From an optimization exercise on the open Yosys and OpenROAD flow, aimed at small area, a short achievable clock period and few clock cycles per item; shortcuts taken in it are not production practice.
Where RTL was checked, it was by simulation tests only, not by an equivalence proof against the original.
No functional check of the RTL was part of run 6.

[flow/design.v]
module aes_inv_cipher_iter #(
  parameter int NR    = 10,
  parameter int IDX_W = 4
) (
  input  logic             clk,
  input  logic             rst_n,
  input  logic             in_valid,
  output logic             in_ready,
  input  logic [127:0]     in_data,
  output logic [IDX_W-1:0] rk_idx,
  input  logic [127:0]     rk_data,
  output logic             out_valid,
  input  logic             out_ready,
  output logic [127:0]     out_data,
  output logic             busy
);
  function automatic logic [3:0] gf4_mul(input logic [3:0] a, input logic [3:0] b);
    logic [6:0] p;
    p = '0;
    for (int i = 0; i < 4; i++) p = p ^ ((b[i] ? 7'(a) : 7'd0) << i);
    if (p[6]) p = p ^ 7'b1100100;
    if (p[5]) p = p ^ 7'b0110010;
    if (p[4]) p = p ^ 7'b0011001;
    gf4_mul = p[3:0];
  endfunction
  function automatic logic [3:0] gf4_inv(input logic [3:0] a);
    case (a)
      4'h0: gf4_inv = 4'h0; 4'h1: gf4_inv = 4'h1; 4'h2: gf4_inv = 4'hc; 4'h3: gf4_inv = 4'h8; 4'h4: gf4_inv = 4'h6; 4'h5: gf4_inv = 4'hf; 4'h6: gf4_inv = 4'h4; 4'h7: gf4_inv = 4'he; 4'h8: gf4_inv = 4'h3; 4'h9: gf4_inv = 4'hd; 4'ha: gf4_inv = 4'hb; 4'hb: gf4_inv = 4'ha; 4'hc: gf4_inv = 4'h2; 4'hd: gf4_inv = 4'h9; 4'he: gf4_inv = 4'h7; 4'hf: gf4_inv = 4'h5;
      default: gf4_inv = 4'h0;
    endcase
  endfunction
  function automatic logic [11:0] sb_f1(input logic [7:0] b);
    logic [7:0] x;
    logic [3:0] a1, a0, d, di;
    x[0] = ~(b[1] ^ b[7]);
    x[1] = ~(b[1] ^ b[3] ^ b[7]);
    x[2] = b[1] ^ b[2] ^ b[6];
    x[3] = b[2] ^ b[3] ^ b[5] ^ b[6];
    x[4] = b[0] ^ b[4] ^ b[5];
    x[5] = ~(b[0] ^ b[1] ^ b[2] ^ b[4] ^ b[5] ^ b[7]);
    x[6] = ~(b[0] ^ b[3]);
    x[7] = b[3] ^ b[4] ^ b[5] ^ b[6];
    a1 = x[7:4];
    a0 = x[3:0];
    d  = {a1[1] ^ a1[2] ^ a0[2] ^ a0[3], a1[3] ^ a0[1] ^ a0[3], a1[0] ^ a1[2] ^ a1[3] ^ a0[3], a1[2] ^ a1[3] ^ a0[0] ^ a0[2] ^ a0[3]} ^ gf4_mul(a1, a0);
    di = gf4_inv(d);
    sb_f1 = {a1, a0, di};
  endfunction
  function automatic logic [7:0] sb_f2(input logic [11:0] v);
    sb_f2 = {gf4_mul(v[11:8], v[3:0]), gf4_mul(v[11:8] ^ v[7:4], v[3:0])};
  endfunction
  function automatic logic [7:0] sb_back(input logic [7:0] o);
    sb_back[0] = o[0] ^ o[1] ^ o[2] ^ o[3] ^ o[4] ^ o[5];
    sb_back[1] = o[4] ^ o[7];
    sb_back[2] = o[3] ^ o[4] ^ o[5] ^ o[7];
    sb_back[3] = o[3] ^ o[4] ^ o[7];
    sb_back[4] = o[1] ^ o[2] ^ o[4] ^ o[5];
    sb_back[5] = o[2] ^ o[3] ^ o[5] ^ o[6];
    sb_back[6] = o[1] ^ o[3] ^ o[5] ^ o[7];
    sb_back[7] = o[2] ^ o[3] ^ o[7];
  endfunction
  function automatic logic [7:0] xtime(input logic [7:0] a);
    xtime = {a[6:0], 1'b0} ^ (a[7] ? 8'h1b : 8'h00);
  endfunction
  function automatic logic [127:0] inv_mix_columns(input logic [127:0] s);
    logic [127:0] o;
    logic [7:0]   a0, a1, a2, a3, u, v, t;
    o = '0;
    for (int c = 0; c < 4; c++) begin
      a0 = s[127-32*c -: 8];
      a1 = s[119-32*c -: 8];
      a2 = s[111-32*c -: 8];
      a3 = s[103-32*c -: 8];
      u  = xtime(xtime(a0 ^ a2));
      v  = xtime(xtime(a1 ^ a3));
      a0 = a0 ^ u;
      a1 = a1 ^ v;
      a2 = a2 ^ u;
      a3 = a3 ^ v;
      t  = a0 ^ a1 ^ a2 ^ a3;
      o[127-32*c -: 8] = a0 ^ t ^ xtime(a0 ^ a1);
      o[119-32*c -: 8] = a1 ^ t ^ xtime(a1 ^ a2);
      o[111-32*c -: 8] = a2 ^ t ^ xtime(a2 ^ a3);
      o[103-32*c -: 8] = a3 ^ t ^ xtime(a3 ^ a0);
    end
    inv_mix_columns = o;
  endfunction
  logic [191:0] r1;
  logic [127:0] r0, r2;
  logic         v0, done0, v1, new1, v2;
  logic [3:0]   k0, k1, k2;        
  logic         hold0, frozen;
  logic [191:0] s1;
  logic [127:0] u, s2, s3;
  logic         ov_q, busy_q, ir_q, s_q, ir, sel_q;
  logic [3:0]   idx_q;
  logic         v0_nx, done0_nx, v1_nx, new1_nx, v2_nx;
  logic [3:0]   k0_nx, k1_nx, k2_nx;
  assign out_valid = ov_q;
  assign busy      = busy_q;
  assign ir        = ir_q | (s_q & out_ready);
  assign in_ready  = ir;
  assign rk_idx    = (s_q & out_ready) ? 4'd10 : idx_q;
  assign out_data  = r0;
  function automatic logic [191:0] stage1(input logic [127:0] s);
    for (int r = 0; r < 4; r++)
      for (int c = 0; c < 4; c++)
        stage1[191-12*(r+4*c) -: 12] = sb_f1(s[127-8*(r+4*((c-r+4)%4)) -: 8]);
  endfunction
  function automatic logic [127:0] stage2(input logic [191:0] s, input logic raw);
    logic [11:0] v;
    for (int i = 0; i < 16; i++) begin
      v = s[191-12*i -: 12];
      stage2[127-8*i -: 8] = raw ? v[11:4] : sb_back(sb_f2(v));
    end
  endfunction
  assign s1 = stage1(r0);
  assign s2 = stage2(r1, new1) ^ rk_data;
  assign s3 = (k2 == 4'd10 || k2 == 4'd0) ? r2 : inv_mix_columns(r2);
  assign hold0  = v0 & done0 & !out_ready;
  assign frozen = hold0 & v2;
  always_ff @(posedge clk) begin
    if (!hold0)          r0 <= s3;
    if (!frozen || !v1)
      for (int i = 0; i < 16; i++)
        r1[191-12*i -: 12] <= {sel_q ? in_data[127-8*i -: 8] : s1[191-12*i -: 8], s1[183-12*i -: 4]};
    if (!frozen)         r2 <= s2;
  end
  always_comb begin
    v0_nx = v0;  done0_nx = done0;  k0_nx = k0;
    v1_nx = v1;  new1_nx  = new1;   k1_nx = k1;
    v2_nx = v2;  k2_nx    = k2;
    if (!hold0) begin
      v0_nx    = v2;
      done0_nx = (k2 == 4'd0);
      k0_nx    = k2;
    end
    if (!frozen) begin
      v2_nx = v1;
      k2_nx = k1;
    end
    if (!frozen || !v1) begin
      if (ir) begin
        v1_nx   = in_valid;
        new1_nx = 1'b1;
        k1_nx   = 4'd10;
      end else begin
        v1_nx   = v0 & !done0;
        new1_nx = 1'b0;
        k1_nx   = k0 - 4'd1;
      end
    end
  end
  always_ff @(posedge clk or negedge rst_n) begin
    if (!rst_n) begin
      v0 <= 1'b0;  done0 <= 1'b0;  k0 <= 4'd0;
      v1 <= 1'b0;  new1  <= 1'b0;  k1 <= 4'd0;
      v2 <= 1'b0;  k2    <= 4'd0;
      ov_q   <= 1'b0;
      busy_q <= 1'b0;
      ir_q   <= 1'b1;
      s_q    <= 1'b0;
      sel_q  <= 1'b1;
      idx_q  <= 4'd10;
    end else begin
      v0 <= v0_nx;  done0 <= done0_nx;  k0 <= k0_nx;
      v1 <= v1_nx;  new1  <= new1_nx;   k1 <= k1_nx;
      v2 <= v2_nx;  k2    <= k2_nx;
      ov_q   <= v0_nx & done0_nx;
      busy_q <= v0_nx | v1_nx | v2_nx;
      ir_q   <= !v0_nx | (done0_nx & !(v1_nx & v2_nx));
      s_q    <= v0_nx & done0_nx & v1_nx & v2_nx;
      sel_q  <= !v0_nx | done0_nx;
      idx_q  <= (v0_nx & !done0_nx) ? k0_nx - 4'd1 : ((v0_nx & done0_nx & v1_nx & v2_nx) ? k1_nx : 4'd10);
    end
  end
endmodule
[flow/flow/run.sh]
#!/bin/bash
# Layout flow: the standard flow (standard.sh), with two changes.
#  1. After the standard synthesis, the combinational logic is mapped again by Yosys/ABC with
#     ABC's default area-oriented script; every register instance of the standard synthesis is
#     kept as it is (same name, same cell). See resynth.ys.
#  2. The port buffers are buf_1 cells (buffer_ports otherwise picks clkdlybuf4s50_1).
# Each tool's output goes to a log file in this folder.
set -euo pipefail
export BUFFER_PORTS_ARGS="-buffer_cell sky130_fd_sc_hd__buf_1"
R=orfs/results/sky130hd/aes_inv_cipher_iter/base

bash standard.sh synth > standard_synth.log 2>&1

cp $R/1_2_yosys.v $R/1_2_yosys_standard.v
LIB=$FLOW_HOME/platforms/sky130hd/lib/sky130_fd_sc_hd__tt_025C_1v80.lib
DONT_USE=$(sed -n '/^export DONT_USE_CELLS += /,/^$/p' $FLOW_HOME/platforms/sky130hd/config.mk \
  | grep -o 'sky130_fd_sc_hd__[A-Za-z0-9_]*' | sed 's/^/-dont_use /' | tr '\n' ' ')
SEQ=$(grep -o 'sky130_fd_sc_hd__[A-Za-z0-9_]*' $R/1_2_yosys_standard.v | sort -u | grep -E '__(e?dfx|e?dfr|e?dfs|e?dfb|sdf|dl|sedf)' | tr '\n' ' ')
sed -e "s#@SEQ@#$SEQ#g" -e "s#@LIB@#$LIB#g" -e "s#@NETLIST@#$R/1_2_yosys_standard.v#g" -e "s#@OUT@#$R/1_2_yosys.v#g" \
    -e "s#@DONT_USE@#$DONT_USE#g" flow/resynth.ys > resynth_run.ys
yosys -l resynth.log -q resynth_run.ys > resynth_stdout.log 2>&1
rm -f $R/1_synth.odb $R/1_synth.sdc

bash standard.sh > standard.log 2>&1
[flow/flow/resynth.ys]
# Map the combinational logic of the standard synthesis again; keep the registers as they are.
read_liberty -ignore_miss_func @LIB@
read_verilog @NETLIST@
hierarchy -top aes_inv_cipher_iter
# the register cells stay instances of their library cells; everything else is flattened
setattr -mod -set keep_hierarchy 1 @SEQ@
flatten
rename -hide w:*.*
hierarchy -top aes_inv_cipher_iter
opt -purge
abc -liberty @LIB@ @DONT_USE@
opt_clean -purge
hilomap -singleton -hicell sky130_fd_sc_hd__conb_1 HI -locell sky130_fd_sc_hd__conb_1 LO
blackbox @SEQ@
stat -liberty @LIB@
write_verilog -noattr -noexpr -nohex -nodec @OUT@
[flow/standard.sh]
#!/bin/bash
# synth_recipe.tcl (not shown) runs the flow's synth.tcl, then flattens the netlist and writes it again
# the make line also repeats each setting of config.mk as NAME=value (left out here)
make -C /OpenROAD-flow-scripts/flow DESIGN_CONFIG=/design/flow/config.mk WORK_HOME=/design/flow/orfs CLKGATE_MAP_FILE= SYNTH_SCRIPT=/design/flow/synth_recipe.tcl "${@:-finish}"
[flow/config.mk]
export PLATFORM = sky130hd
export DESIGN_NAME = aes_inv_cipher_iter
export DESIGN_NICKNAME = aes_inv_cipher_iter
export VERILOG_FILES = /design/flow/design.v
export SDC_FILE = /design/flow/constraint.sdc
export NUM_CORES = 4
export LEC_CHECK = 0
export CAP_MARGIN = 20
export CORE_MARGIN = 2
export CORE_UTILIZATION = 30
export PLACE_DENSITY = 0.42
export SETUP_SLACK_MARGIN = 3.1
export SLEW_MARGIN = 20
[flow/constraint.sdc]
create_clock -name core_clock -period 6.0 [get_ports {clk}]
set_input_delay 1.2000 -clock core_clock [delete_from_list [all_inputs] [get_ports {clk}]]
set_output_delay 1.2000 -clock core_clock [all_outputs]
set_load 0.01 [all_outputs]
==> reports/results.tsv, run 1 <==
stage	metric	value	unit
cts	htree_levels	3	
run_status	status	complete, no violations	
placed_design	placed_area	47500	µm²
detailed_routing	drt_iter0_drc	1875	
finish	stdcell_area	57700	µm²
grt	grt_pass1_vias	33800	
placed_design	post-place-ws	2450	ps
timing	setup_viol	0	
placed_design	portBuffers	394	
setup_path	required	6490	ps
grt	grt_max_degree	143	
timing	hold_violations	0	
finish	fill_cells	14400	
detailed_routing	vias	35400	
timing	min_period	2950	ps
finish	multi_input_area	33200	µm²
setup_path	worstPathArrival	3440	ps
synthesis	synthesis.nets	4821	
synthesis	ys_warn_count	1	
finish	nets	5801	
die	start_util	0.301	
placed_design	place_inst	6874	
finish	utilization	0.403	
detailed_routing	wl_per_cell	20.1	µm
grt	overflow	0	
finish	regArea	14100	µm²
timing	tightest_slew	911	ps
run	max_cap_viol_count	0	
grt	antenna_found_initial	21	
finish	area_growth	33.6	%
min_path	hold_path.class	reg2reg	
die	die_width	383	µm
detailed_routing	vias_per_cell	4.72	
detailed_routing	firstDrtPassIters	5	
finish	fin_cells	7502	
setup_path	cp_max_fo	4	
cts	insertion_delay	660	ps
synthesis	synth_cells	4561	
grt	globalRouteTotalUtil	0.195	
timing	fin_tns_setup	0	ps
timing	hold_ws	509	ps
die	rows	139	
cts	cts.sinks	474	
timing	maxSlewHeadroom	0.393	
detailed_routing	ant_nets	0	
placed_design	place.gp.congestion	0.855	
grt	grt_pass1_wl	217	mm
timing	worst_slack	3050	ps
die	die_area	147000	µm²
timing	skew	31.9	ps
die	die_h	383	µm
synthesis	synth_area	43200	µm²
timing	fmax	339	MHz
cts	clockRootBuffer	clkbuf_16	
setup_path	cp-start-kind	flop	
cts	cts_tree	built	
cts	cts.clk_slew.worst_paths	50	ps
die	coreArea	143000	µm²
finish	final_layout_size_suffix_gt1_frac	0.205	
cts	cts_made_buffers	68	
timing	post-route-period-util	0.492	
setup_path	worstSetupPathType	reg2reg	
placed_design	dp_hpwl	108	mm
timing	slew_viol_final	0	
cts	hold_buffers	0	
timing	rsz0062_at_grt	yes	
die	io-pin-count	395	
synthesis	syn_area_per_cell	9.47	µm²
detailed_routing	drc	0	
setup_path	worstSetupEndpointType	flop	
detailed_routing	drt_wl_total	151	mm
cts	cts_buffer_depth	3	
==> critical path, cell delays in order (launching register included) <==
cell	delay, ps
edfxtp_1	470
xnor2_2	310
buf_4	160
xnor3_1	250
xnor2_2	160
buf_4	170
xnor2_2	130
mux2i_2	270
buf_4	190
a21oi_4	40
or4_4	500
o221ai_2	150
==> worst paths after layout <==
check                                      to  slack, ps              from  cells after the start
setup / recovery            r1[170]$_DFFE_PN_       3050  r0[23]$_DFFE_PN_                     11
hold / removal              k2[2]$_DFFE_PN0N_        510   k1[2]$_DFF_PN0_                      1
setup reg to reg            r1[170]$_DFFE_PN_       3050  r0[23]$_DFFE_PN_                     11
hold reg to reg             k2[2]$_DFFE_PN0N_        510   k1[2]$_DFF_PN0_                      1
max in group asynchronous  idx_q[3]$_DFF_PN1_       5150             rst_n                      2
min in group asynchronous     k0[1]$_DFF_PN0_        540             rst_n                      2
==> per-layer routing <==
metal  vias up  GRT usage  routed length, µm
li1      17400          -                  -
met3       210     0.0429               8100
met1     17100      0.266              68600
met2       704      0.310              70200
met4        28     0.0542               3880
met5         -          0                181
==> final cells by class <==
cell class | instances | area share
clock inverter | 40 | 0.00666
clock buffer | 84 | 0.0324
sequential | 474 | 0.245
timing repair buffer | 910 | 0.0952
multi-input combinational | 4035 | 0.575
inverter | 52 | 0.00438
antenna | 4 | 0.000174
tap | 1903 | 0.0413
==> flip-flops by register name, summed over array words and instances, names as in the netlist, 4 cells and up <==
signal	cells
k0	4
r2	128
k1	4
idx_q	4
r1	192
k2	4
r0	128
==> placed cells by master (no fill, tap or decap), drive strengths merged, types with 24 or more instances in the layout <==
master	instances
nor2	293
xnor3	68
nand2	704
clkbuf	86
buf	908
nor3	28
nor2b	50
o22ai	29
o21ai	287
and2	34
xor2	592
edfxtp	448
clkinv	80
mux2	44
xnor2	1178
nand2b	94
a21oi	209
nand3	24
mux2i	136
==> repair_timing <==
| item | CTS | global route |
|---|---|---|
| endpoints found under the setup margin | 212 | 192 |
| resized for setup | 318 | 320 |
| pin swaps | 73 | 183 |
| setup buffers | 206 | 294 |
Testbench counts, summed over its fixed seeds: cycles 2,136, blocks 192.
==> run 2, diff against run 1 <==
--- a/flow/config.mk
+++ b/flow/config.mk
@@ -11,3 +11,3 @@
 export PLACE_DENSITY = 0.42
-export SETUP_SLACK_MARGIN = 3.1
+export SETUP_SLACK_MARGIN = 2.5
 export SLEW_MARGIN = 20
==> run 2 against run 1 <==
Against the previous run: still clean; via count fell by 7.2%; fmax decreased by 10%; routed wire length is 8.9% lower; die area stayed put; hold slack better by 5.3 ps; synthesized cell count did not move; clock skew shrank 3.7 ps; register-to-register slack worse by 330 ps.
==> reports/results.tsv, run 2 <==
stage	metric	value	unit
min_path	hold_path.class	reg2reg	
cts	clockRootBuffer	clkbuf_16	
setup_path	cp-endpoint	r1[50]$_DFFE_PN_	
die	die_h	383	µm
detailed_routing	ant_nets	0	
cts	cts_tree	built	
setup_path	reg2reg_depth	9	
placed_design	place_inst	6876	
timing	fmax	305	MHz
setup_path	worstReg2RegEnd	r1[50]$_DFFE_PN_	
setup_path	rrSetupSlack	2720	ps
timing	slew_viol_final	0	
finish	mostFrequentLayoutCell	xnor2_1	
grt	antenna_found_initial	13	
placed_design	placed_area	47300	µm²
synthesis	synth_area	43200	µm²
synthesis	synthesis.nets	4821	
grt	globalRouteTotalUtil	0.181	
setup_path	cp_slowest_stage_delay	500	ps
run_status	status	complete, no violations	
finish	fin_cells	7009	
die	coreArea	143000	µm²
grt	grt_max_degree	155	
detailed_routing	drt_iter0_drc	1802	
timing	worst_slack	2720	ps
timing	maxSlewHeadroom	0.358	
detailed_routing	vias_per_cell	4.69	
finish	final_layout_size_suffix_gt1_frac	0.0343	
timing	rsz0062_at_grt	no	
run	max_cap_viol_count	0	
detailed_routing	wl_per_cell	19.6	µm
timing	tightest_slew	963	ps
setup_path	worstPathCellList	xnor2_2 > xor2_2 > xor2_1 > a311oi_1 > a21oi_1 > xnor3_1 > nor2b_1 > or2_0 > a2bb2o_1	
timing	setup_viol	0	
finish	utilization	0.346	
finish	area_growth	14.9	%
finish	nets	5308	
timing	skew	28.2	ps
finish	top_register	r1	
die	io-pin-count	395	
grt	overflow	0	
placed_design	portBuffers	394	
placed_design	dp_hpwl	105	mm
die	rows	139	
setup_path	cp-start-kind	flop	
setup_path	cp_max_fo	7	
cts	cts_buffer_depth	3	
detailed_routing	firstDrtPassIters	5	
cts	cts.clk_slew.worst_paths	60	ps
setup_path	reg2reg_from	r0[5]$_DFFE_PN_	
timing	post-route-period-util	0.547	
synthesis	syn_area_per_cell	9.47	µm²
setup_path	slowest_stage	edfxtp_1	
timing	hold_violations	0	
timing	hold_ws	514	ps
setup_path	worstSetupPathType	reg2reg	
finish	top_regs	r1 (192), r0 (128), r2 (128)	
setup_path	worstSetupEndpointType	flop	
die	die_area	147000	µm²
setup_path	setup.worst_path.start	r0[5]$_DFFE_PN_	
grt	grt_pass1_vias	32000	
detailed_routing	vias	32900	
setup_path	worstPathArrival	3700	ps
die	die_width	383	µm
finish	largest_reg_flops	192	
cts	cts.sinks	474	
timing	fin_tns_setup	0	ps
cts	hold_buffers	0	
finish	stdcell_area	49600	µm²
cts	cts_made_buffers	61	
die	start_util	0.301	
finish	layout_common_cells	xnor2_1 (1,163), nand2_1 (703), xor2_1 (581), edfxtp_1 (448), buf_1 (394)	
detailed_routing	drc	0	
cts	htree_levels	2	
detailed_routing	drt_wl_total	137	mm
grt	grt_pass1_wl	204	mm
timing	min_period	3280	ps
placed_design	place.gp.congestion	0.831	
placed_design	post-place-ws	1930	ps
synthesis	ys_warn_count	1	
synthesis	synth_cells	4561	
cts	insertion_delay	680	ps
setup_path	required	6420	ps
run 2: area by class of cell:
cell class	count	area, µm²
fillers	14900	93700
clock inverters	42	368
diodes	8	20.0
well taps	1903	2380
inverters	52	223
clock buffers	71	1650
flip-flops and latches	474	14100
repair buffers	423	1720
multi-input cells	4036	29200
run 2: what timing repair did:
item                                    4_1_cts  5_1_grt
gates resized for setup                       2       30
cloned                                        0        1
pin swaps                                     0        1
buffers inserted                              1       10
endpoints found under the setup margin        4       78
run 2: worst max-delay path, delay by kind of cell, from the launching register on:
family / cells / cell delay, ps
AOI/OAI and AO/OA: 3 / 630
and+or+nand+nor: 2 / 410
xor gates and xnor gates: 4 / 1520
DFF: 1 / 500
run 2: metal layers:
layer	track usage	vias up	wire, µm
met4	0.0368	8	2190
met1	0.256	15600	65600
met2	0.292	567	63300
met5	0	-	52
li1	-	16600	-
met3	0.0278	109	6360
run 2: worst min path at each step:
stage / from / to / slack, ps / cells past startpoint
3_5_place_dp: v1$_DFF_PN0_ / busy_q$_DFF_PN0_ / 500 / 1
3_3_place_gp: k1[3]$_DFF_PN0_ / k2[3]$_DFFE_PN0N_ / 510 / 1
4_1_cts: rst_n / done0$_DFF_PN0_ / 480 / 2
2_1_floorplan: v1$_DFF_PN0_ / busy_q$_DFF_PN0_ / 440 / 1
6_report: v1$_DFF_PN0_ / v2$_DFF_PN0_ / 510 / 1
5_1_grt: rst_n / busy_q$_DFF_PN0_ / 520 / 2
==> run 3, diff against run 2 <==
--- a/flow/config.mk
+++ b/flow/config.mk
@@ -10,2 +10,3 @@
 export CORE_UTILIZATION = 30
+export CTS_BUF_LIST = sky130_fd_sc_hd__clkbuf_4 sky130_fd_sc_hd__clkbuf_8
 export PLACE_DENSITY = 0.42
==> run 3 against run 2 <==
Against the previous run: still clean on timing, DRC and antenna; via count grew 0.61%; sequential share of layout area about the same; flip-flop and latch count unchanged; fmax shrank 1.1%; count of clock-buffer cells in the layout is 49 higher; synthesized cell count unchanged; global-route usage grew 0.14 points; first-iteration DRC count increased by 2.5%; hold slack got worse by 91 ps; setup slack worse by 38 ps; critical path depth fell by 4.
==> reports/results.tsv, run 3 <==
stage	metric	value	unit
cts	cts.clk_slew.worst_paths	60	ps
finish	utilization	0.346	
timing	worst_slack	2680	ps
timing	tightest_slew	964	ps
detailed_routing	wl_per_cell	19.6	µm
finish	fin_cells	7063	
setup_path	required	6440	ps
synthesis	ys_warn_count	1	
die	die_width	383	µm
grt	grt_pass1_wl	205	mm
timing	fin_tns_setup	0	ps
timing	setup_viol	0	
cts	cts.sinks	474	
timing	skew	50.1	ps
grt	grt_max_degree	155	
finish	layout_common_cells	xnor2_1 (1,162), nand2_1 (703), xor2_1 (581), edfxtp_1 (448), buf_1 (394)	
cts	cts_made_buffers	93	
finish	final_layout_size_suffix_gt1_frac	0.0435	
synthesis	synthesis.nets	4821	
setup_path	worstPathCellList	buf_1 > nor2_1 > and3_1 > clkinv_8 > buf_4	
cts	clockRootBuffer	clkbuf_8	
placed_design	dp_hpwl	105	mm
setup_path	cp-start-kind	primary input	
cts	cts_buffer_depth	3	
timing	min_period	3320	ps
timing	maxSlewHeadroom	0.357	
timing	fmax	301	MHz
finish	top_regs	r1 (192), r0 (128), r2 (128)	
placed_design	place_inst	6876	
finish	fill_cells	14900	
placed_design	post-place-ws	1930	ps
die	die_area	147000	µm²
finish	largest_reg_flops	192	
timing	slew_viol_final	0	
synthesis	synth_cells	4561	
die	io-pin-count	395	
grt	antenna_found_initial	14	
synthesis	synth_area	43200	µm²
timing	post-route-period-util	0.553	
detailed_routing	drt_wl_total	138	mm
setup_path	cp_slowest_stage_delay	690	ps
setup_path	critPathBufInv	3	
detailed_routing	vias	33100	
grt	overflow	0	
setup_path	worstSetupPathType	in2reg	
grt	globalRouteTotalUtil	0.182	
setup_path	cp_max_fo	135	
die	rows	139	
placed_design	portBuffers	394	
cts	cts_tree	built	
cts	insertion_delay	780	ps
finish	top_register	r1	
synthesis	syn_area_per_cell	9.47	µm²
run	max_cap_viol_count	0	
detailed_routing	ant_nets	0	
die	die_h	383	µm
finish	mostFrequentLayoutCell	xnor2_1	
cts	hold_buffers	0	
detailed_routing	vias_per_cell	4.69	
timing	rsz0062_at_grt	no	
die	start_util	0.301	
min_path	hold_path.class	in2async	
timing	hold_violations	0	
detailed_routing	drc	0	
setup_path	slowest_stage	nor2_1	
detailed_routing	firstDrtPassIters	5	
detailed_routing	drt_iter0_drc	1847	
cts	htree_levels	3	
finish	area_growth	14.9	%
die	coreArea	143000	µm²
setup_path	crit_family	simple AND/OR/NAND/NOR gates	
finish	nets	5337	
grt	grt_pass1_vias	32300	
run_status	status	complete, no violations	
setup_path	worstPathArrival	3760	ps
setup_path	worstSetupEndpointType	flop	
placed_design	place.gp.congestion	0.831	
[run 3: layout make-up]
type / instances / area (µm²) / share of cell area
multi-input combinational: 4036 / 29200 / 0.588
clock inverter: 52 / 510 / 0.0103
timing repair buffer: 420 / 1700 / 0.0343
clock buffer: 120 / 1500 / 0.0301
antenna: 6 / 15.0 / 0.000303
inverter: 52 / 223 / 0.00449
tap: 1903 / 2380 / 0.0480
sequential: 474 / 14100 / 0.285
[run 3: routing by layer]
metal | global-route usage | part of all wire | up-vias
met5 | 0 | 0.00035 | -
met4 | 0.0397 | 0.018 | 8
met3 | 0.0340 | 0.044 | 129
met2 | 0.292 | 0.46 | 579
met1 | 0.255 | 0.48 | 15700
li1 | - | - | 16600
[run 3: repair_timing]
item,4_1_cts,5_1_grt
resized for setup,2,30
cloned,0,1
buffers inserted,1,7
setup endpoints to repair,4,37
pin swaps,0,1
[run 3: path summary, 6_finish.rpt]
| kind | from | to | slack (ps) | depth (start not counted) |
|---|---|---|---|---|
| max | out_ready | r1[86]$_DFFE_PN_ | 2680 | 5 |
| min | rst_n | busy_q$_DFF_PN0_ | 420 | 2 |
| max reg2reg | r0[5]$_DFFE_PN_ | r1[50]$_DFFE_PN_ | 2710 | 9 |
| min reg2reg | v1$_DFF_PN0_ | v2$_DFF_PN0_ | 520 | 1 |
| max in group asynchronous | rst_n | sel_q$_DFF_PN1_ | 5270 | 2 |
| min in group core_clock | v1$_DFF_PN0_ | v2$_DFF_PN0_ | 520 | 1 |
[run 3: through the flow]
step	cell area, µm²	hold WS, ps
after detailed placement	47300	502
after global placement	47300	510
after CTS	49300	341
final	49600	423
after floorplan	43200	444
after global routing	49600	385
==> run 4, diff against run 3 <==
--- a/flow/design.v
+++ b/flow/design.v
@@ -89,17 +89,18 @@
   logic [127:0] r0, r2;
-  logic         v0, done0, v1, new1, v2;
+  logic         v0, done0, v1, v2;
   logic [3:0]   k0, k1, k2;        
-  logic         hold0, frozen;
+  logic         hold0, frozen, acc;
   logic [191:0] s1;
-  logic [127:0] u, s2, s3;
-  logic         ov_q, busy_q, ir_q, s_q, ir, sel_q;
+  logic [127:0] s2, s3;
+  logic         ov_q, busy_q, ir_q, irt_q, rr_q, sel_q, ir;
   logic [3:0]   idx_q;
-  logic         v0_nx, done0_nx, v1_nx, new1_nx, v2_nx;
-  logic [3:0]   k0_nx, k1_nx, k2_nx;
+  logic         v0_nx, done0_nx, v1_nx, v2_nx;
+  logic [3:0]   k0_nx, k1_nx, k2_nx, idx_nx;
   assign out_valid = ov_q;
   assign busy      = busy_q;
-  assign ir        = ir_q | (s_q & out_ready);
+  assign ir        = ir_q | (irt_q & out_ready);
   assign in_ready  = ir;
-  assign rk_idx    = (s_q & out_ready) ? 4'd10 : idx_q;
+  assign rk_idx    = (rr_q & out_ready) ? 4'd10 : idx_q;
   assign out_data  = r0;
+  assign acc       = in_valid & ir;
   function automatic logic [191:0] stage1(input logic [127:0] s);
@@ -109,11 +110,9 @@
   endfunction
-  function automatic logic [127:0] stage2(input logic [191:0] s, input logic raw);
-    logic [11:0] v;
-    for (int i = 0; i < 16; i++) begin
-      v = s[191-12*i -: 12];
-      stage2[127-8*i -: 8] = raw ? v[11:4] : sb_back(sb_f2(v));
-    end
+  function automatic logic [127:0] stage2(input logic [191:0] s, input logic [127:0] d,
+                                          input logic sel);
+    for (int i = 0; i < 16; i++)
+      stage2[127-8*i -: 8] = sel ? d[127-8*i -: 8] : sb_back(sb_f2(s[191-12*i -: 12]));
   endfunction
   assign s1 = stage1(r0);
-  assign s2 = stage2(r1, new1) ^ rk_data;
+  assign s2 = stage2(r1, in_data, sel_q) ^ rk_data;
   assign s3 = (k2 == 4'd10 || k2 == 4'd0) ? r2 : inv_mix_columns(r2);
@@ -123,5 +122,3 @@
     if (!hold0)          r0 <= s3;
-    if (!frozen || !v1)
-      for (int i = 0; i < 16; i++)
-        r1[191-12*i -: 12] <= {sel_q ? in_data[127-8*i -: 8] : s1[191-12*i -: 8], s1[183-12*i -: 4]};
+    if (!frozen || !v1)  r1 <= s1;
     if (!frozen)         r2 <= s2;
@@ -130,3 +127,3 @@
     v0_nx = v0;  done0_nx = done0;  k0_nx = k0;
-    v1_nx = v1;  new1_nx  = new1;   k1_nx = k1;
+    v1_nx = v1;  k1_nx    = k1;
     v2_nx = v2;  k2_nx    = k2;
@@ -138,16 +135,12 @@
     if (!frozen) begin
-      v2_nx = v1;
-      k2_nx = k1;
+      v2_nx = v1 | acc;
+      k2_nx = acc ? 4'd10 : k1;
     end
     if (!frozen || !v1) begin
-      if (ir) begin
-        v1_nx   = in_valid;
-        new1_nx = 1'b1;
-        k1_nx   = 4'd10;
-      end else begin
-        v1_nx   = v0 & !done0;
-        new1_nx = 1'b0;
-        k1_nx   = k0 - 4'd1;
-      end
+      v1_nx = v0 & !done0;
+      k1_nx = k0 - 4'd1;
     end
+    if (v0_nx & !done0_nx)                       idx_nx = k0_nx - 4'd1;
+    else if (v1_nx & v0_nx & done0_nx & v2_nx)   idx_nx = k1_nx;
+    else                                         idx_nx = 4'd10;
   end
@@ -156,3 +149,3 @@
       v0 <= 1'b0;  done0 <= 1'b0;  k0 <= 4'd0;
-      v1 <= 1'b0;  new1  <= 1'b0;  k1 <= 4'd0;
+      v1 <= 1'b0;  k1    <= 4'd0;
       v2 <= 1'b0;  k2    <= 4'd0;
@@ -161,3 +154,4 @@
       ir_q   <= 1'b1;
-      s_q    <= 1'b0;
+      irt_q  <= 1'b0;
+      rr_q   <= 1'b0;
       sel_q  <= 1'b1;
@@ -166,3 +160,3 @@
       v0 <= v0_nx;  done0 <= done0_nx;  k0 <= k0_nx;
-      v1 <= v1_nx;  new1  <= new1_nx;   k1 <= k1_nx;
+      v1 <= v1_nx;  k1    <= k1_nx;
       v2 <= v2_nx;  k2    <= k2_nx;
@@ -170,6 +164,7 @@
       busy_q <= v0_nx | v1_nx | v2_nx;
-      ir_q   <= !v0_nx | (done0_nx & !(v1_nx & v2_nx));
-      s_q    <= v0_nx & done0_nx & v1_nx & v2_nx;
-      sel_q  <= !v0_nx | done0_nx;
-      idx_q  <= (v0_nx & !done0_nx) ? k0_nx - 4'd1 : ((v0_nx & done0_nx & v1_nx & v2_nx) ? k1_nx : 4'd10);
+      ir_q   <= !v1_nx & !(v0_nx & done0_nx & v2_nx) & (rk_idx == 4'd10);
+      irt_q  <= !v1_nx & v0_nx & done0_nx & v2_nx & (rk_idx == 4'd10);
+      rr_q   <= v0_nx & done0_nx & v1_nx & v2_nx;
+      sel_q  <= !v1_nx;
+      idx_q  <= idx_nx;
     end
--- a/flow/config.mk
+++ b/flow/config.mk
@@ -10,5 +10,4 @@
 export CORE_UTILIZATION = 30
-export CTS_BUF_LIST = sky130_fd_sc_hd__clkbuf_4 sky130_fd_sc_hd__clkbuf_8
 export PLACE_DENSITY = 0.42
-export SETUP_SLACK_MARGIN = 2.5
+export SETUP_SLACK_MARGIN = 2.8
 export SLEW_MARGIN = 20
==> run 4 against run 3 <==
Against the previous run: synthesized cell count down 3.3%; hold slack better by 75 ps; register-to-register slack better by 90 ps; routed wire length down 4.1%; clock skew down 17 ps; design area up 2.6%; global-route usage down 0.35 points; count of clock-buffer cells in the layout down 52.
==> reports/results.tsv, run 4 <==
stage	metric	value	unit
finish	largest_reg_flops	192	
grt	grt_max_degree	144	
run	max_cap_viol_count	0	
die	start_util	0.303	
finish	layout_common_cells	xnor2_1 (1,052), nand2_1 (606), xor2_1 (465), edfxtp_1 (448), buf_1 (394)	
cts	htree_levels	2	
detailed_routing	drc	0	
finish	top_register	r1	
finish	top_regs	r1 (192), r0 (128), r2 (128)	
timing	slew_viol_final	0	
die	die_width	377	µm
synthesis	synth_cells	4410	
placed_design	post-place-ws	2050	ps
placed_design	dp_hpwl	101	mm
setup_path	worstSetupPathType	reg2reg	
finish	nets	5310	
cts	cts_buffer_depth	3	
setup_path	cp-start-kind	flop	
timing	rsz0062_at_grt	yes	
synthesis	synthesis.nets	4670	
finish	fill_cells	13900	
timing	fin_tns_setup	0	ps
cts	hold_buffers	0	
cts	cts.clk_slew.worst_paths	60	ps
finish	regArea	14100	µm²
finish	area_growth	22.0	%
die	io-pin-count	395	
timing	setup_viol	0	
cts	cts.sinks	474	
timing	maxSlewHeadroom	0.443	
timing	post-route-period-util	0.534	
setup_path	worstPathArrival	3630	ps
detailed_routing	vias_per_cell	4.71	
run_status	status	complete, no violations	
synthesis	syn_area_per_cell	9.46	µm²
timing	skew	33.2	ps
timing	tightest_slew	832	ps
cts	cts_tree	built	
finish	multi_input_area	29100	µm²
setup_path	worstSetupEndpointType	flop	
cts	insertion_delay	680	ps
cts	clockRootBuffer	clkbuf_16	
grt	grt_pass1_wl	194	mm
placed_design	place.gp.congestion	0.842	
detailed_routing	firstDrtPassIters	5	
placed_design	portBuffers	394	
grt	overflow	0	
die	die_area	142000	µm²
detailed_routing	wl_per_cell	19.2	µm
detailed_routing	drt_wl_total	133	mm
die	coreArea	138000	µm²
synthesis	ys_warn_count	1	
timing	min_period	3200	ps
die	die_h	377	µm
setup_path	required	6420	ps
detailed_routing	ant_nets	0	
min_path	hold_path.class	in2async	
cts	cts_made_buffers	61	
die	rows	136	
detailed_routing	drt_iter0_drc	1916	
grt	grt_pass1_vias	30700	
timing	hold_violations	0	
grt	antenna_found_initial	14	
timing	fmax	312	MHz
synthesis	synth_area	41700	µm²
finish	mostFrequentLayoutCell	xnor2_1	
detailed_routing	vias	32500	
timing	worst_slack	2800	ps
finish	final_layout_size_suffix_gt1_frac	0.105	
setup_path	cp_max_fo	10	
grt	globalRouteTotalUtil	0.179	
-- run 4: metrics by stage --
step                hold WS [ps]  area (µm²)  cells   util
floorplan                    461       41800   4410      -
global placement             481       45600   6613  0.331
detailed placement           489       45600   6613  0.331
CTS                          443       48600   6753  0.353
global route                 487       50900   6894  0.370
finish                       499       50900   6896  0.370
-- run 4: per-layer routing --
metal / routed length, µm / track usage
met5: 65 / 0
met4: 2910 / 0.0417
met3: 6300 / 0.0303
met2: 62600 / 0.296
met1: 60900 / 0.242
-- run 4: path summary, 6_finish.rpt --
check	cells past startpoint	to	from	slack [ps]
min in group core_clock	1	k2[3]$_DFFE_PN0P_	k1[3]$_DFF_PN0_	500
worst min-delay path	2	v1$_DFF_PN0_	rst_n	500
max in group asynchronous	2	idx_q[1]$_DFF_PN1_	rst_n	5200
worst min register to register	1	k2[3]$_DFFE_PN0P_	k1[3]$_DFF_PN0_	500
worst max register to register	9	r1[170]$_DFFE_PN_	r0[17]$_DFFE_PP_	2800
worst max-delay path	9	r1[170]$_DFFE_PN_	r0[17]$_DFFE_PP_	2800
-- run 4: cell type report --
| type | instances | share of cell area |
|---|---|---|
| multi-input combinational | 3807 | 0.571 |
| sequential | 474 | 0.277 |
| timing repair buffer | 577 | 0.0567 |
| tap | 1794 | 0.0441 |
| clock buffer | 68 | 0.0305 |
| inverter | 129 | 0.0102 |
| clock inverter | 45 | 0.0101 |
| antenna | 2 | 0.0000983 |
-- run 4: timing repair --
item | 4_1_cts | 5_1_grt
setup endpoints to repair | 128 | 145
buffers inserted | 27 | 140
pin swaps | 11 | 29
resized for setup | 96 | 175
-- run 4: critical path: stages, from the launching register on --
cell	delay, ps
edfxtp_1	490
xnor2_2	520
xor2_1	280
xnor2_1	200
xor2_1	190
mux2i_1	130
xnor2_2	280
nor2_1	140
o211a_1	230
or4_1	490
Testbench counts of run 4, summed over its fixed seeds: cycles 2,128, blocks 192.
==> run 5, diff against run 4 <==
--- a/flow/config.mk
+++ b/flow/config.mk
@@ -11,3 +11,3 @@
 export PLACE_DENSITY = 0.42
-export SETUP_SLACK_MARGIN = 2.8
+export SETUP_SLACK_MARGIN = 2.5
 export SLEW_MARGIN = 20
==> run 5 against run 4 <==
Against the previous run: first-iteration DRC count increased by 3.7%; fmax decreased by 3.8%; non-clock buffer count decreased by 153; global-route usage increased by 0.082 points; critical path depth decreased by 1; critical endpoint unchanged; largest cell class unchanged; highest routed layer unchanged.
==> reports/results.tsv, run 5 <==
stage	metric	value	unit
grt	globalRouteTotalUtil	0.180	
die	die_h	377	µm
die	io-pin-count	395	
run	max_cap_viol_count	0	
finish	mostFrequentLayoutCell	xnor2_1	
finish	utilization	0.352	
finish	fill_cells	14300	
timing	slew_viol_final	0	
detailed_routing	drt_wl_total	130	mm
placed_design	dp_hpwl	101	mm
synthesis	syn_area_per_cell	9.46	µm²
cts	cts.sinks	474	
die	start_util	0.303	
timing	rsz0062_at_grt	yes	
placed_design	place.gp.congestion	0.837	
finish	final_layout_size_suffix_gt1_frac	0.0406	
timing	hold_violations	0	
min_path	hold_path.class	reg2reg	
finish	nets	5162	
cts	htree_levels	3	
grt	overflow	0	
grt	grt_pass1_vias	31000	
timing	skew	29.5	ps
detailed_routing	wl_met1	61.2	mm
detailed_routing	firstDrtPassIters	5	
setup_path	worstSetupEndpointType	flop	
finish	largest_reg_flops	192	
cts	insertion_delay	640	ps
cts	cts_buffer_depth	3	
setup_path	worstSetupPathType	reg2reg	
cts	hold_buffers	0	
grt	antenna_found_initial	8	
placed_design	portBuffers	394	
detailed_routing	wl_per_cell	19.3	µm
detailed_routing	drt_iter0_drc	1986	
grt	grt_max_degree	190	
synthesis	synth_cells	4410	
timing	fmax	300	MHz
finish	area_growth	16.1	%
detailed_routing	dr_wl_met3	5.10	mm
cts	cts_made_buffers	66	
die	rows	136	
synthesis	synth_area	41700	µm²
cts	cts.clk_slew.worst_paths	60	ps
die	die_width	377	µm
synthesis	synthesis.nets	4670	
timing	tightest_slew	980	ps
detailed_routing	ant_nets	0	
detailed_routing	vias	31900	
timing	min_period	3330	ps
finish	top_regs	r1 (192), r0 (128), r2 (128)	
detailed_routing	wl_met2	60.6	mm
run_status	status	complete, no violations	
cts	cts_tree	built	
timing	post-route-period-util	0.555	
die	coreArea	138000	µm²
finish	insertedDiodeCount	0	
setup_path	worstPathArrival	3700	ps
synthesis	ys_warn_count	1	
timing	setup_viol	0	
finish	top_register	r1	
timing	fin_tns_setup	0	ps
finish	layout_common_cells	xnor2_1 (1,119), nand2_1 (606), xor2_1 (541), edfxtp_1 (448), buf_1 (394)	
setup_path	cp_max_fo	7	
detailed_routing	dr.max_layer_used	met5	
die	die_area	142000	µm²
grt	grt_pass1_wl	195	mm
timing	maxSlewHeadroom	0.347	
detailed_routing	drc	0	
cts	clockRootBuffer	clkbuf_16	
detailed_routing	vias_per_cell	4.72	
setup_path	required	6370	ps
setup_path	cp-start-kind	flop	
## run 5: timing repair
action                                  CTS  global route
setup buffers                             0            14
resized for setup                         6            60
endpoints found under the setup margin    4            51
endpoints found under the hold margin     0             0
pin swaps                                 0             1
## run 5: stage by stage
step | cell area (µm²) | worst slack, ps | hold WS [ps] | std cells
2_1_floorplan | 41800 | 1930 | 461 | 4410
3_3_place_gp | 45600 | 2180 | 483 | 6614
3_5_place_dp | 45600 | 2090 | 492 | 6614
4_1_cts | 47900 | 2410 | 501 | 6736
5_1_grt | 48400 | 2430 | 534 | 6750
6_report | 48400 | 2670 | 507 | 6750
## run 5: final cells by class
| type | count | area [µm²] | share of cell area |
|---|---|---|---|
| clock buffers | 78 | 1720 | 0.0355 |
| repair buffers | 424 | 1730 | 0.0357 |
| multi-input cells | 3807 | 27600 | 0.570 |
| inverters | 129 | 497 | 0.0103 |
| well taps | 1794 | 2240 | 0.0463 |
| clock inverters | 44 | 520 | 0.0107 |
| flip-flops and latches | 474 | 14100 | 0.291 |
## run 5: critical path: stages (launching register included)
cell,delay [ps]
edfxtp_1,470
xnor2_1,220
xnor2_1,520
mux2_1,370
mux2_1,320
xnor2_2,290
nor2_1,140
o211a_1,240
or4_1,490
## run 5: final timing paths
check	startpoint	to	slack [ps]	cells past startpoint
max in group asynchronous	rst_n	sel_q$_DFF_PN1_	5150	2
min in group asynchronous	rst_n	k1[1]$_DFF_PN0_	550	2
hold reg to reg	k1[1]$_DFF_PN0_	k2[1]$_DFFE_PN0P_	510	1
setup reg to reg	r0[21]$_DFFE_PP_	r1[170]$_DFFE_PN_	2670	8
setup / recovery	r0[21]$_DFFE_PP_	r1[170]$_DFFE_PN_	2670	8
hold / removal	k1[1]$_DFF_PN0_	k2[1]$_DFFE_PN0P_	510	1
## run 5: metal layers
metal  vias up  track usage
li1      16000            -
met1     15100        0.246
met2       586        0.292
met3       139       0.0245
met4         8       0.0556
met5         -            0
==> run 6, diff against run 5 <==
--- a/flow/design.v
+++ b/flow/design.v
@@ -46,6 +46,6 @@
     di = gf4_inv(d);
-    sb_f1 = {a1, a0, di};
+    sb_f1 = {a1, a1 ^ a0, di};
   endfunction
   function automatic logic [7:0] sb_f2(input logic [11:0] v);
-    sb_f2 = {gf4_mul(v[11:8], v[3:0]), gf4_mul(v[11:8] ^ v[7:4], v[3:0])};
+    sb_f2 = {gf4_mul(v[11:8], v[3:0]), gf4_mul(v[7:4], v[3:0])};
   endfunction
==> run 6 against run 5 <==
Against the previous run: largest cell class unchanged; count of clock-buffer cells in the layout is 7 higher; critical path type unchanged; still clean; design area is 3.6% higher; non-clock buffer count is 12 higher; utilization is 0.13 points lower; clock skew is 4.8 ps lower; flip-flop and latch count stayed put; final cell count is 5.9% higher.
==> reports/results.tsv, run 6 <==
stage	metric	value	unit
setup_path	worstSetupEndpointType	flop	
synthesis	syn_area_per_cell	9.22	µm²
finish	area_growth	16.2	%
finish	nets	5448	
timing	slew_viol_final	0	
timing	setup_viol	0	
finish	top_register	r1	
synthesis	synth_area	43200	µm²
placed_design	dp_hpwl	102	mm
cts	clockRootBuffer	clkbuf_16	
run	max_cap_viol_count	0	
cts	insertion_delay	630	ps
cts	hold_buffers	0	
timing	maxSlewHeadroom	0.381	
detailed_routing	vias_per_cell	4.68	
finish	final_layout_size_suffix_gt1_frac	0.0418	
timing	min_period	3300	ps
finish	top_regs	r1 (192), r0 (128), r2 (128)	
timing	skew	24.8	ps
grt	grt_pass1_vias	32300	
detailed_routing	vias	33500	
min_path	hold_path.class	reg2reg	
setup_path	worstPathArrival	3660	ps
die	coreArea	143000	µm²
synthesis	synth_cells	4681	
timing	fmax	303	MHz
timing	rsz0062_at_grt	yes	
finish	insertedDiodeCount	0	
timing	tightest_slew	929	ps
cts	cts_buffer_depth	3	
setup_path	worstSetupPathType	reg2reg	
finish	layout_common_cells	xnor2_1 (1,238), nand2_1 (614), xor2_1 (542), edfxtp_1 (448), buf_1 (394)	
detailed_routing	drt_iter0_drc	2167	
grt	grt_max_degree	135	
timing	fin_tns_setup	0	ps
die	die_width	383	µm
grt	globalRouteTotalUtil	0.177	
grt	overflow	0	
synthesis	synthesis.nets	4941	
die	die_h	383	µm
die	rows	139	
grt	grt_pass1_wl	200	mm
finish	largest_reg_flops	192	
placed_design	place.gp.congestion	0.830	
finish	mostFrequentLayoutCell	xnor2_1	
setup_path	required	6350	ps
die	start_util	0.302	
cts	cts.sinks	474	
cts	cts_tree	built	
detailed_routing	drt_wl_total	133	mm
run_status	status	complete, no violations	
setup_path	cp-start-kind	flop	
finish	utilization	0.351	
placed_design	portBuffers	394	
cts	cts.clk_slew.worst_paths	60	ps
timing	post-route-period-util	0.551	
detailed_routing	firstDrtPassIters	5	
grt	antenna_found_initial	5	
setup_path	cp_max_fo	5	
die	io-pin-count	395	
cts	cts_made_buffers	69	
detailed_routing	ant_nets	0	
detailed_routing	wl_per_cell	18.7	µm
timing	hold_violations	0	
cts	htree_levels	3	
synthesis	ys_warn_count	1	
detailed_routing	drc	0	
die	die_area	147000	µm²
## run 6: per-stage QoR
step	worst slack (ps)	std cells	cell area [µm²]	hold slack, ps
6_report	2700	7147	50200	498
5_1_grt	2480	7147	50200	526
4_1_cts	2520	7117	49600	503
3_5_place_dp	2070	6990	47200	486
3_3_place_gp	2080	6990	47200	491
2_1_floorplan	1600	4681	43200	461
## run 6: routing by layer
layer	vias to the layer above	GRT usage	routed length [µm]
li1	17000	-	-
met1	15800	0.248	64200
met2	606	0.288	61200
met3	106	0.0253	5690
met4	0	0.0388	2200
met5	-	0	0
## run 6: critical path: stages, from the launching register on
cell and delay [ps]:
edfxtp_1 540, xnor3_1 440, xnor2_1 380, nand2_1 110, xnor2_1 290, xnor3_1 550, nand2b_1 210, and2_0 210
a21boi_0 190, o22ai_1 90
## run 6: final cells by class
class                           instances  area (µm²)
Clock inverter                         42         443
Timing Repair Buffer                  436        1830
Multi-Input combinational cell       4105       29100
Sequential cell                       474       14100
Tap cell                             1903        2380
Inverter                              102         394
Clock buffer                           85        1870
Fill cell                           14800       93000
## run 6: timing repair
item,CTS,global route
endpoints found under the setup margin,11,58
pin swaps,0,3
hold endpoints to repair,0,0
setup buffers,0,30
resized for setup,9,48
## run 6: worst paths after layout
| kind | startpoint | endpoint | slack (ps) | cells past startpoint |
|---|---|---|---|---|
| max in group asynchronous | rst_n | idx_q[1]$_DFF_PN1_ | 5150 | 2 |
| max reg2reg | r0[100]$_DFFE_PP_ | r1[1]$_DFFE_PN_ | 2700 | 9 |
| min reg2reg | k1[3]$_DFF_PN0_ | k2[3]$_DFFE_PN0P_ | 500 | 1 |
| min | k1[3]$_DFF_PN0_ | k2[3]$_DFFE_PN0P_ | 500 | 1 |
| min in group asynchronous | rst_n | irt_q$_DFF_PN0_ | 540 | 2 |
| max | r0[100]$_DFFE_PP_ | r1[1]$_DFFE_PN_ | 2700 | 9 |
==> run 7, diff against run 6 <==
--- a/flow/design.v
+++ b/flow/design.v
@@ -46,6 +46,6 @@
     di = gf4_inv(d);
-    sb_f1 = {a1, a1 ^ a0, di};
+    sb_f1 = {a1, a0, di};
   endfunction
   function automatic logic [7:0] sb_f2(input logic [11:0] v);
-    sb_f2 = {gf4_mul(v[11:8], v[3:0]), gf4_mul(v[7:4], v[3:0])};
+    sb_f2 = {gf4_mul(v[11:8], v[3:0]), gf4_mul(v[11:8] ^ v[7:4], v[3:0])};
   endfunction
--- a/flow/flow/run.sh
+++ b/flow/flow/run.sh
@@ -18,3 +18,3 @@
 SEQ=$(grep -o 'sky130_fd_sc_hd__[A-Za-z0-9_]*' $R/1_2_yosys_standard.v | sort -u | grep -E '__(e?dfx|e?dfr|e?dfs|e?dfb|sdf|dl|sedf)' | tr '\n' ' ')
-sed -e "s#@SEQ@#$SEQ#g" -e "s#@LIB@#$LIB#g" -e "s#@NETLIST@#$R/1_2_yosys_standard.v#g" -e "s#@OUT@#$R/1_2_yosys.v#g" \
+sed -e "s#@ABC@#$PWD/flow/resynth.abc#g" -e "s#@SEQ@#$SEQ#g" -e "s#@LIB@#$LIB#g" -e "s#@NETLIST@#$R/1_2_yosys_standard.v#g" -e "s#@OUT@#$R/1_2_yosys.v#g" \
     -e "s#@DONT_USE@#$DONT_USE#g" flow/resynth.ys > resynth_run.ys
==> flow/flow/resynth.abc (new file) <==
strash; &get -n; &st; &dch; &syn2; &dch -f; &nf; &put; strash; &get -n; &dch -f; &nf; &put
--- a/flow/flow/resynth.ys
+++ b/flow/flow/resynth.ys
@@ -10,3 +10,3 @@
 opt -purge
-abc -liberty @LIB@ @DONT_USE@
+abc -liberty @LIB@ @DONT_USE@ -script @ABC@
 opt_clean -purge
==> run 7 against run 6 <==
Against the previous run: register-to-register slack barely moved; fmax up 0.27%; count of clock-buffer cells in the layout fell by 7; area after synthesis shrank 4.4%; critical endpoint is now r2[103]$_DFFE_PP_.
==> reports/results.tsv, run 7 <==
stage	metric	value	unit
grt	grt_pass1_vias	31200	
setup_path	worstReg2RegEnd	r2[103]$_DFFE_PP_	
min_path	hold_path.class	reg2reg	
cts	cts_made_buffers	66	
timing	min_period	3300	ps
setup_path	cp_slowest_stage_delay	530	ps
timing	maxSlewHeadroom	0.328	
placed_design	post-place-ws	2220	ps
cts	cts.sinks	474	
timing	hold_ws	498	ps
timing	worst_slack	2700	ps
finish	top_register	r1	
finish	area_growth	16.7	%
min_path	hp-start	k1[3]$_DFF_PN0_	
setup_path	slowest_stage	edfxtp_1	
run_status	status	complete, no violations	
die	die_h	375	µm
finish	fill_cells	14100	
die	rows	136	
detailed_routing	drc	0	
timing	slew_viol_final	0	
grt	grt_pass1_wl	197	mm
setup_path	cp-start-kind	flop	
die	die_area	141000	µm²
setup_path	required	6390	ps
setup_path	rrSetupSlack	2700	ps
run	max_cap_viol_count	0	
setup_path	worstPathCellList	xor2_1 > nand2_1 > xor2_1 > xnor2_1 > xnor3_1 > xnor2_1 > xnor2_1 > o21ai_0 > xor2_1	
grt	antenna_found_initial	3	
die	io-pin-count	395	
die	die_width	375	µm
finish	layout_common_cells	xnor2_1 (1,143), nand2_1 (676), xor2_1 (582), edfxtp_1 (448), buf_1 (394)	
finish	insertedDiodeCount	0	
timing	fmax	303	MHz
finish	nets	5254	
timing	tightest_slew	1010	ps
detailed_routing	ant_nets	0	
setup_path	worstPathArrival	3690	ps
detailed_routing	vias_per_cell	4.69	
synthesis	synth_cells	4510	
timing	fin_tns_setup	0	ps
setup_path	critPathBufInv	0	
finish	top_regs	r1 (192), r0 (128), r2 (128)	
finish	largest_reg_flops	192	
setup_path	worstSetupEndpointType	flop	
synthesis	ys_warn_count	1	
grt	grt_max_degree	191	
min_path	whs_path_depth	1	
min_path	min_to	k2[3]$_DFFE_PN0P_	
cts	hold_buffers	0	
cts	htree_levels	3	
finish	mostFrequentLayoutCell	xnor2_1	
placed_design	portBuffers	394	
timing	skew	31.2	ps
cts	cts_buffer_depth	3	
timing	rsz0062_at_grt	yes	
cts	cts.clk_slew.worst_paths	50	ps
detailed_routing	vias	32100	
synthesis	synth_area	41300	µm²
placed_design	place.gp.congestion	0.830	
setup_path	worstSetupPathType	reg2reg	
synthesis	synthesis.nets	4770	
timing	post-route-period-util	0.549	
die	start_util	0.301	
placed_design	dp_hpwl	100	mm
setup_path	reg2reg_from	r1[155]$_DFFE_PN_	
timing	hold_violations	0	
synthesis	syn_area_per_cell	9.15	µm²
timing	setup_viol	0	
cts	insertion_delay	650	ps
cts	clockRootBuffer	clkbuf_16	
cts	cts_tree	built	
finish	utilization	0.352	
setup_path	reg2reg_depth	9	
finish	final_layout_size_suffix_gt1_frac	0.0424	
die	coreArea	137000	µm²
setup_path	setup.worst_path.start	r1[155]$_DFFE_PN_	
setup_path	crit_family	XOR/XNOR gates	
setup_path	cp_max_fo	9	
grt	globalRouteTotalUtil	0.182	
detailed_routing	drt_wl_total	130	mm
grt	overflow	0	
detailed_routing	wl_per_cell	19.0	µm
detailed_routing	drt_iter0_drc	2120	
detailed_routing	firstDrtPassIters	6	
==> run 7: worst max path at each step <==
stage	endpoint	cells past startpoint
floorplan	r0[31]$_DFFE_PP_	4
global placement	r1[19]$_DFFE_PN_	5
detailed placement	r1[19]$_DFFE_PN_	5
CTS	r2[50]$_DFFE_PP_	10
global route	r1[39]$_DFFE_PN_	11
finish	r2[103]$_DFFE_PP_	9
==> run 7: area by class of cell <==
cell class	count	area, µm²	share of cell area
inverter	116	447	0.00927
clock buffer	78	1780	0.0369
timing repair buffer	416	1670	0.0346
clock inverter	42	592	0.0123
tap	1794	2240	0.0466
multi-input combinational	3920	27300	0.567
sequential	474	14100	0.293
==> run 7: metrics by stage <==
stage | instance area [µm²] | cells
global placement | 45200 | 6714
floorplan | 41400 | 4510
CTS | 47600 | 6834
global route | 48200 | 6840
detailed placement | 45200 | 6714
finish | 48200 | 6840
==> run 7: layer usage <==
layer  global-route usage  share of wire
met3               0.0315          0.042
met4               0.0413          0.020
met5                    0        0.00022
met1                0.243           0.46
met2                0.304           0.48
==> run 7: what timing repair did <==
action                                  4_1_cts  5_1_grt
gates cloned                                  0        0
gates resized for setup                       2       73
buffers inserted                              0        6
pin swaps                                     0        4
endpoints found under the setup margin        4       69
Testbench counts of run 7, summed over its fixed seeds: cycles 2,128, blocks 192.

[static timing again, ports no longer ideal]
Ports are ideal in the flow. The routed layouts listed here were re-timed in OpenROAD. Step 1 assumes that a clkbuf_16 drives the clock port and a buf_2 every other input. Step 2, shift: input delay + t, output delay - t, t = (earliest + latest rising clock arrival at the registers) / 2. This alone moves slack from input paths to output paths. Three values: ideal ports, drivers, drivers and shift; two values: the first two.
run	t, ns	slack for setup (ns)	slew at the worst register clock pin (ns)
run 1	0.722	3.050 / 3.050 / 2.627	0.07 / 0.07
run 2	0.738	2.718 / 2.718 / 2.125	0.07 / 0.07
run 3	0.828	2.681 / 2.714 / 1.900	0.07 / 0.07
run 4	0.742	2.795 / 2.795 / 2.442	0.06 / 0.06
run 5	0.703	2.670 / 2.670 / 2.113	0.06 / 0.06
run 6	0.698	2.696 / 2.696 / 2.090	0.06 / 0.06
run 7	0.720	2.705 / 2.705 / 2.220	0.07 / 0.07
After both steps setup and hold are still met in every run listed. The setup slack of run 3, which loses most, moves by +0.033 ns with the drivers and by -0.781 ns with both steps.
